From an optimization exercise on the open Yosys and OpenROAD flow, aimed at small area, a short achievable clock period and few clock cycles per item; shortcuts taken in it are not production practice. In this exercise RTL edits were held to simulation tests only and were not proved equivalent to the original. No activity file was given, so power comes from the tool's default toggle rates.

Setup of alpha:
// bitmap_free_slot_finder
module bitmap_free_slot_finder #(
    parameter int WORD_BITS = WORD_BITS_DEF,
    parameter int NUM_WORDS = NUM_WORDS_DEF
) (
    input  logic                  clk,
    input  logic                  rst_n,
    input  logic                  psel,
    input  logic                  penable,
    input  logic                  pwrite,
    input  logic [CFG_ADDR_W-1:0] paddr,
    input  logic [APB_DATA_W-1:0] pwdata,
    output logic [APB_DATA_W-1:0] prdata,
    output logic                  pready,
    input  logic                  req_valid,
    output logic                  req_ready,
    input  logic [MODE_W-1:0]     req_mode,
    input  logic [SLOT_W-1:0]     req_slot_index,
    input  logic [RUN_W-1:0]      req_run_length,
    output logic                  rsp_valid,
    input  logic                  rsp_ready,
    output logic [STATUS_W-1:0]   rsp_status,
    output logic                  rsp_bit_value,
    output logic [SLOT_W-1:0]     rsp_found_slot
);
Size: about 4600 cells after synthesis, about 1200 flip-flops, roughly 110 I/O pins, about 57000 sq um of cells after synthesis.
export LEC_CHECK = 0
export CAP_MARGIN = 20
export CORE_MARGIN = 2
export CORE_UTILIZATION = 40
export CTS_BUF_LIST = sky130_fd_sc_hd__clkbuf_8
export SLEW_MARGIN = 20
create_clock -name core_clock -period 11.0 [get_ports {clk}]
standard.sh (not shown) runs the stock make flow with config.mk's settings and CLKGATE_MAP_FILE= SYNTH_SCRIPT=/design/flow/synth_recipe.tcl, a recipe that flattens the netlist after the stock synthesis.
==> flow/flow/run.sh <==
#!/bin/bash
cp standard.sh standard_sh.log
bash standard.sh SETUP_SLACK_MARGIN=6.5 finish > standard.log 2>&1
Testbench counts of alpha, summed over its fixed seeds: cycles 12,884, items 9,600.
What beta does differently from alpha at the input level:
-- flow/design.v --
<<< alpha, line 114
    logic signed [QW-1:0] qh;    
    logic        pend_valid;
    logic [1:0]  pend_status;
    logic        pend_bit;
>>> beta, line 114
    logic signed [QW-1:0] qh;    
    logic        pend_valid;
    logic [10:0] run_max;        
    logic [1:0]  pend_status;
    logic        pend_bit;
<<< alpha, line 154
    logic [CW:0]   h [LC+1];     
    logic          hit_a, hit_b, hit, prune, s_done;
    logic [LC-1:0] pos_b;
    logic [CW-1:0] lo_any [LC+1];
>>> beta, line 155
    logic [CW:0]   h [LC+1];     
    logic          hit_a, hit_b, hit, prune, s_done;
    logic          no_run;       
    logic [LC-1:0] pos_b;
    logic [CW-1:0] lo_any [LC+1];
<<< alpha, line 222
        pos_b = b_idx[LC][0];
        hit_a  = (need_rem <= 11'(pre));
        hit    = !ex_none && (hit_a || hit_b);
        prune  = !allfree && ((qh > 0) || ((qh == 0) && ((LC+1)'(hi_occ) >= ex_thr)));
        s_done = ex_none || hit || prune;
        found_s = hit_a ? run_start : {cnt, pos_b};
    end
>>> beta, line 224
        pos_b = b_idx[LC][0];
        hit_a  = (need_rem <= 11'(pre));
        no_run = ex_none || (ex_len > run_max);
        hit    = !no_run && (hit_a || hit_b);
        prune  = !allfree && ((qh > 0) || ((qh == 0) && ((LC+1)'(hi_occ) >= ex_thr)));
        s_done = no_run || hit || prune;
        found_s = hit_a ? run_start : {cnt, pos_b};
    end
<<< alpha, line 303
        else
            clearing <= 1'b0;
    end
    logic [CB-1:0]    cnt_inc;      
>>> beta, line 306
        else
            clearing <= 1'b0;
    end
    always_ff @(posedge clk or negedge rst_n)
    begin
        if (!rst_n)
            run_max <= '1;
        else if (psel && penable && pwrite && !paddr[2])
            run_max <= '1;
        else if (fire && ex_srch && !no_run && !hit)
            run_max <= ex_len - 11'd1;
        else if (wr_fire && !ex_set && rd_row[ex_slot[4:0]])
            run_max <= run_max[10] ? '1 : {run_max[9:0], 1'b1};
    end
    logic [CB-1:0]    cnt_inc;      
Results
As of beta, die area had risen by a few percent compared to alpha.
Count of antenna diodes in the layout: beta vs alpha up 9
Summary — final routed wirelength across all metal layers, beta relative to alpha: higher, by 36000 um.
Number of storage elements in the synthesis netlist (lower): alpha
Against alpha as the reference, beta delivers a higher final instance count without filler cells.
Switching power of beta exceeds that of alpha by more than a quarter.
Detailed-router iteration count before antenna repair essentially unchanged between alpha and beta.
beta reports a higher share of the synthesized area in compound gates (AO/OA/AOI/OAI) than alpha does.
Summary of beta over alpha: final net count moved up; clock buffer count in the final layout moved up; total buffers and inverters traversed by the critical path moved down; number of non-clock inverters in the layout moved up.
The wire length on met2 reported for beta is greater than that of alpha by 14000 um.
Testbench counts of beta, summed over its fixed seeds: cycles 12,411, items 9,600.

-- static timing again, ports no longer ideal --
No port has a modelled driver above. Below, the same layouts with a new extraction and two added sets of constraints. Step 1 (the two cells are an assumption about what drives the block):
set clk [get_ports {clk}]
set_driving_cell -lib_cell sky130_fd_sc_hd__clkbuf_16 $clk
set_driving_cell -lib_cell sky130_fd_sc_hd__buf_2 [delete_from_list [all_inputs] $clk]
Step 2 times the ports against the registers' clock, not the clock port: input delays grow and output delays shrink by t, the midpoint of the rising clock arrivals with the driver on. Slacks: ideal / step 1 / step 2; pairs: ideal / step 1.
| run | t, ns | slack for setup (ns) | clock arrival spread, ns | slew at the worst register clock pin (ns) | worst slew at a driven data input, ns |
|---|---|---|---|---|---|
| alpha | 0.986 | 5.899 / 5.899 / 5.377 | 0.081 / 0.081 | 0.07 / 0.07 | 0.08 |
| beta | 1.016 | 5.888 / 5.888 / 5.492 | 0.101 / 0.101 | 0.07 / 0.07 | 0.06 |
After both steps setup and hold are still met in every run listed. For alpha, which loses most, drivers alone change the setup slack by 0.000 ns; drivers and shift together by -0.522 ns.
